This design comes from an exercise in tuning for small area, a short achievable clock period and few clock cycles per item on the open sky130 flow, not from production work. Power and IR drop assume default switching activity.

job 101:
==> flow/design.v <==
`timescale 1ns / 1ps
package ist_pkg;
  typedef enum logic [1:0] {
    CMD_ADD    = 2'd0,
    CMD_REMOVE = 2'd1,
    CMD_QUERY  = 2'd2,
    CMD_FILL   = 2'd3
  } ist_cmd_t;
  typedef enum logic [2:0] {
    ST_IDLE,
    ST_SCAN,
    ST_DRAIN,
    ST_APPLY,
    ST_WRITE2,
    ST_RESP
  } ist_state_t;
  typedef struct packed {
    logic holder;   
    logic left;     
    logic right;    
    logic free;     
  } ist_hits_t;
endpackage
`timescale 1ns / 1ps
module ist_mem #(
  parameter int DEPTH = 4,
  parameter int WIDTH = 7,
  parameter int CW    = 3
) (
  input  logic             clk,
  input  logic             rst,
  input  logic             push,
  input  logic [WIDTH-1:0] push_data,
  input  logic             pop,
  output logic             head_valid,
  output logic [WIDTH-1:0] head_data,
  output logic [CW-1:0]    count
);
  logic [WIDTH-1:0] q [DEPTH];
  logic [CW-1:0]    cnt, cnt_pop;
  assign count      = cnt;
  assign head_data  = q[0];
  assign cnt_pop    = cnt - CW'(pop);
  always_ff @(posedge clk) begin
    if (rst) begin
      cnt        <= '0;
      head_valid <= 1'b0;
    end else begin
      cnt        <= cnt_pop + CW'(push);
      head_valid <= (cnt_pop + CW'(push)) != '0;
    end
  end
  always_ff @(posedge clk) begin
    for (int k = 0; k < DEPTH; k++) begin
      if (push && cnt_pop == CW'(k)) begin
        q[k] <= push_data;
      end else if (pop && k < DEPTH - 1) begin
        q[k] <= q[k+1];
      end
    end
  end
endmodule
`timescale 1ns / 1ps
module ist_scan (
  input  logic [15:0] first,    
  input  logic [16:0] fin,      
  input  logic [16:0] x,        
  input  logic [16:0] y,        
  output logic        le1,      
  output logic        eq1,      
  output logic        ge2,      
  output logic        eq2       
);
  always_comb begin
    le1 = {1'b0, first} <= x;
    eq1 = {1'b0, first} == x;
    ge2 = fin >= y;
    eq2 = fin == y;
  end
endmodule
`timescale 1ns / 1ps
module interval_set_table_top (
  input  logic        clk,
  input  logic        rst,
  input  logic        in_valid,
  output logic        in_stall,
  input  logic [1:0]  cmd,
  input  logic [15:0] position,
  input  logic [16:0] fill_length,
  output logic        out_valid,
  input  logic        out_stall,
  output logic        is_member,
  output logic        table_full_error,
  output logic [4:0]  range_total
);
  localparam int N = 16;
  logic        accept;
  logic [16:0] p_ext, p_inc, fill_sum;
  logic [8:0]  fill_lo;
  logic [8:0]  fill_hi;
  logic [7:0]  a_fsl;    
  logic        a_fc;     
  logic [7:0]  a_flh;    
  logic        a_v;
  logic [1:0]  a_cmd;
  logic [16:0] a_x;      
  logic [16:0] a_y;      
  logic        a_fnz;    
  logic        a_fhi;    
  logic [16:0] a_xw;     
  always_comb begin
    p_ext    = {1'b0, position};
    p_inc    = p_ext + 17'd1;
    fill_lo  = {1'b0, position[7:0]} + {1'b0, fill_length[7:0]};
  end
  always_ff @(posedge clk) begin
    if (rst) begin
      a_v <= 1'b0;
    end else begin
      a_v <= accept;
    end
    a_cmd <= cmd;
    a_x   <= (cmd == 2'd1 || cmd == 2'd3) ? p_ext : p_inc;
    a_fsl <= fill_lo[7:0];
    a_fc  <= fill_lo[8];
    a_flh <= fill_length[15:8];
    a_y   <= (cmd == 2'd1) ? p_inc : p_ext;
    a_fnz <= fill_length != 17'd0;
    a_fhi <= fill_length[16];
  end
  always_comb begin
    fill_hi  = {1'b0, a_y[15:8]} + {1'b0, a_flh} + {8'd0, a_fc};
    fill_sum = {fill_hi, a_fsl};
    if (a_cmd != 2'd3) begin
      a_xw = a_x;
    end else if (a_fhi || fill_sum[16]) begin
      a_xw = 17'd65536;
    end else begin
      a_xw = fill_sum;
    end
  end
  logic [N-1:0] vs, ve;           
  logic [15:0]  st  [N];          
  logic [16:0]  en  [N];          
  logic [4:0]   cnt;              
  logic [N-1:0] c_le1, c_eq1, c_ge2, c_eq2;
  logic         f_le1, f_eq1, f_ge2, f_eq2;
  logic [N-1:0] c_s1, c_e1;
  logic         f_s1, f_e1, a_rm;
  logic        d_v;
  logic [1:0]  d_cmd;
  logic [16:0] d_x;      
  logic [16:0] d_y;      
  logic        d_fnz;
  logic [N-1:0] r_sle, r_seq, r_ele, r_eeq;
  for (genvar i = 0; i < N; i++) begin : g_ent
    ist_scan u_cmp (
      .first (st[i]),
      .fin   (en[i]),
      .x     (a_x),
      .y     (a_y),
      .le1   (c_le1[i]),
      .eq1   (c_eq1[i]),
      .ge2   (c_ge2[i]),
      .eq2   (c_eq2[i])
    );
  end
  ist_scan u_fix (
    .first (d_y[15:0]),
    .fin   (d_x),
    .x     (a_x),
    .y     (a_y),
    .le1   (f_le1),
    .eq1   (f_eq1),
    .ge2   (f_ge2),
    .eq2   (f_eq2)
  );
  always_comb begin
    a_rm = a_cmd == 2'd1;
    c_s1 = a_rm ? c_le1 : (c_le1 & ~c_eq1);
    c_e1 = a_rm ? ~c_ge2 : (~c_ge2 | c_eq2);
    f_s1 = a_rm ? f_le1 : (f_le1 & ~f_eq1);
    f_e1 = a_rm ? ~f_ge2 : (~f_ge2 | f_eq2);
  end
  logic [N-1:0] hs, he, free_s, free_e;
  logic         lows, lowe, member, any_s, any_e, grow, full;
  logic         is_add, is_rm;
  logic [N-1:0] vs_nx, ve_nx, we_s, we_e;
  logic [4:0]   cnt_nx;
  logic         r_mem, r_err;
  always_comb begin
    is_add = d_cmd == 2'd0;
    is_rm  = d_cmd == 2'd1;
    full   = cnt[4];
    lows   = 1'b1;
    lowe   = 1'b1;
    for (int i = 0; i < N; i++) begin
      free_s[i] = ~vs[i] & lows;
      lows      = lows & vs[i];
      free_e[i] = ~ve[i] & lowe;
      lowe      = lowe & ve[i];
    end
    member = (^(vs & r_sle)) ^ (^(ve & r_ele));
    hs     = vs & r_seq;
    he     = ve & r_eeq;
    any_s  = |hs;
    any_e  = |he;
    grow   = ((is_add & ~member) | (is_rm & member)) & ~any_s & ~any_e;
    vs_nx  = vs;
    ve_nx  = ve;
    we_s   = '0;
    we_e   = '0;
    cnt_nx = cnt;
    r_mem  = 1'b0;
    r_err  = 1'b0;
    unique case (d_cmd)
      2'd0, 2'd1: begin
        we_s   = hs | free_s;
        we_e   = he | free_e;
        vs_nx  = (vs & ~(hs & {N{any_e}})) | (free_s & {N{grow & ~full}});
        ve_nx  = (ve & ~(he & {N{any_s}})) | (free_e & {N{grow & ~full}});
        cnt_nx = (any_s & any_e) ? cnt - 5'd1 : ((grow & ~full) ? cnt + 5'd1 : cnt);
        r_err  = grow & full;
      end
      2'd2: begin
        r_mem = member;
      end
      default: begin
        we_s   = N'(1);
        we_e   = N'(1);
        vs_nx  = N'(d_fnz);
        ve_nx  = N'(d_fnz);
        cnt_nx = 5'(d_fnz);
      end
    endcase
    if (!d_v) begin
      we_s = '0;
      we_e = '0;
    end
  end
  always_ff @(posedge clk) begin
    if (rst) begin
      vs  <= '0;
      ve  <= '0;
      cnt <= '0;
      d_v <= 1'b0;
    end else begin
      d_v <= a_v;
      if (d_v) begin
        vs  <= vs_nx;
        ve  <= ve_nx;
        cnt <= cnt_nx;
      end
    end
  end
  always_ff @(posedge clk) begin
    d_cmd <= a_cmd;
    d_x   <= a_xw;
    d_y   <= a_y;
    d_fnz <= a_fnz;
    for (int i = 0; i < N; i++) begin
      if (we_s[i]) begin
        st[i] <= d_y[15:0];
      end
      if (we_e[i]) begin
        en[i] <= d_x;
      end
      r_sle[i] <= we_s[i] ? f_s1 : c_s1[i];
      r_seq[i] <= we_s[i] ? f_eq1 : c_eq1[i];
      r_ele[i] <= we_e[i] ? f_e1 : c_e1[i];
      r_eeq[i] <= we_e[i] ? f_eq2 : c_eq2[i];
    end
  end
  logic [2:0] q_cnt;
  logic [6:0] head;
  logic       pop;
  logic [2:0] owed;       
  assign pop      = out_valid && !out_stall;
  assign accept   = in_valid && !in_stall;
  always_ff @(posedge clk) begin
    if (rst) begin
      owed     <= '0;
      in_stall <= 1'b0;
    end else begin
      owed     <= owed + 3'(accept) - 3'(pop);
      in_stall <= (owed + 3'(accept) - 3'(pop)) >= 3'd4;
    end
  end
  ist_mem #(
    .DEPTH (4),
    .WIDTH (7),
    .CW    (3)
  ) u_res (
    .clk        (clk),
    .rst        (rst),
    .push       (d_v),
    .push_data  ({r_mem, r_err, cnt_nx}),
    .pop        (pop),
    .head_valid (out_valid),
    .head_data  (head),
    .count      (q_cnt)
  );
  assign is_member        = head[6];
  assign table_full_error = head[5];
  assign range_total      = head[4:0];
endmodule
clock: 6.5 ns
lec_check: 0
cap_margin: 20
core_margin: 2
core_utilization: 50
setup_slack_margin: 4.0
slew_margin: 20
tns_end_percent: 5
run.sh (not shown) runs the stock make flow with config.mk's settings and CLKGATE_MAP_FILE= SYNTH_SCRIPT=/design/flow/synth_recipe.tcl, a recipe that flattens the netlist after the stock synthesis.
Edits applied to the flow inputs when going from job 101 to job 102:
--- a/flow/design.v
+++ b/flow/design.v
@@ -96,11 +96,6 @@
   localparam int N = 16;
   logic        accept;
   logic [16:0] p_ext, p_inc, fill_sum;
-  logic [8:0]  fill_lo;
-  logic [8:0]  fill_hi;
-  logic [7:0]  a_fsl;    
-  logic        a_fc;     
-  logic [7:0]  a_flh;    
   logic        a_v;
   logic [1:0]  a_cmd;
   logic [16:0] a_x;      
@@ -111,7 +106,7 @@
   always_comb begin
     p_ext    = {1'b0, position};
     p_inc    = p_ext + 17'd1;
-    fill_lo  = {1'b0, position[7:0]} + {1'b0, fill_length[7:0]};
+    fill_sum = p_ext + {1'b0, fill_length[15:0]};
   end
   always_ff @(posedge clk) begin
     if (rst) begin
@@ -120,24 +115,17 @@
       a_v <= accept;
     end
     a_cmd <= cmd;
-    a_x   <= (cmd == 2'd1 || cmd == 2'd3) ? p_ext : p_inc;
-    a_fsl <= fill_lo[7:0];
-    a_fc  <= fill_lo[8];
-    a_flh <= fill_length[15:8];
+    unique case (cmd)
+      2'd1:    a_x <= p_ext;
+      2'd3:    a_x <= fill_sum;
+      default: a_x <= p_inc;
+    endcase
     a_y   <= (cmd == 2'd1) ? p_inc : p_ext;
     a_fnz <= fill_length != 17'd0;
     a_fhi <= fill_length[16];
   end
   always_comb begin
-    fill_hi  = {1'b0, a_y[15:8]} + {1'b0, a_flh} + {8'd0, a_fc};
-    fill_sum = {fill_hi, a_fsl};
-    if (a_cmd != 2'd3) begin
-      a_xw = a_x;
-    end else if (a_fhi || fill_sum[16]) begin
-      a_xw = 17'd65536;
-    end else begin
-      a_xw = fill_sum;
-    end
+    a_xw = ((a_cmd == 2'd3) && (a_fhi || a_x[16])) ? 17'd65536 : a_x;
   end
   logic [N-1:0] vs, ve;           
   logic [15:0]  st  [N];          
@@ -215,8 +203,8 @@
     r_err  = 1'b0;
     unique case (d_cmd)
       2'd0, 2'd1: begin
-        we_s   = hs | free_s;
-        we_e   = he | free_e;
+        we_s   = (hs & {N{~any_e}}) | (free_s & {N{grow & ~full}});
+        we_e   = (he & {N{~any_s}}) | (free_e & {N{grow & ~full}});
         vs_nx  = (vs & ~(hs & {N{any_e}})) | (free_s & {N{grow & ~full}});
         ve_nx  = (ve & ~(he & {N{any_s}})) | (free_e & {N{grow & ~full}});
         cnt_nx = (any_s & any_e) ? cnt - 5'd1 : ((grow & ~full) ? cnt + 5'd1 : cnt);
==> comparison <==
Where wire length of the first global-routing pass is concerned, job 101 is better than job 102. Compared to job 101, the router laid down more metal wire for job 102. Across both runs, utilization after layout was lower for job 102 than for job 101. Summary of the comparison: combinational power share is higher in job 102, relative to job 101. Re number of logic stages on the critical path including buffering: job 101 and job 102 aren't equal, and the lower value belongs to job 102. Register share of total power ends up lower on job 102. Per the comparison of job 102 with job 101, clock tree skew after final layout went up by 0.0084 ns; switching power of the nets went up by 8.1%; clock distribution area overhead in the final layout was more or less identical; routed length on met2 went up by 3800 µm; buffering stage count on the worst path with inverters included went down by 3. For job 101, the critical path class was reg2reg, unlike job 102, where it was in2reg. Adder and majority gate portion of the synthesized area delta (job 102 -> job 101): insignificant. Going from job 101 to job 102, the final cycle utilization of the critical path was found to have gone up by 6.0 points. Job 102 ended up with a lower clock share of power than job 101 did.
No functional check of the RTL was part of any run of this note.

-- static timing again, ports no longer ideal --
In the flow no input, the clock included, has a driving cell. The finished layouts below were timed again as built, in two steps.
Step 1 (the two cells are an assumption about what drives the block):
set clk [get_ports {clk}]
set_driving_cell -lib_cell sky130_fd_sc_hd__clkbuf_16 $clk
set_driving_cell -lib_cell sky130_fd_sc_hd__buf_2 [delete_from_list [all_inputs] $clk]
Step 2 adds t to the input delays and takes it off the output delays; t is the mean of the earliest and latest rising clock arrival at the registers after step 1. Input paths then give back, and output paths get back, about the clock's delay inside the block.
a / b / c = ideal / step 1 / step 2; a / b = the first two.
run	t (ns)	slack for setup (ns)	worst setup path after step 2	pins driven straight from the clock port
job 101	0.696	3.569 / 3.569 / 3.184	input to register	1
job 102	0.691	3.179 / 3.210 / 2.519	input to register	1
After both steps every run listed still meets setup and hold. The setup slack of job 102, which loses most, moves by +0.031 ns with the drivers and by -0.660 ns with both steps.
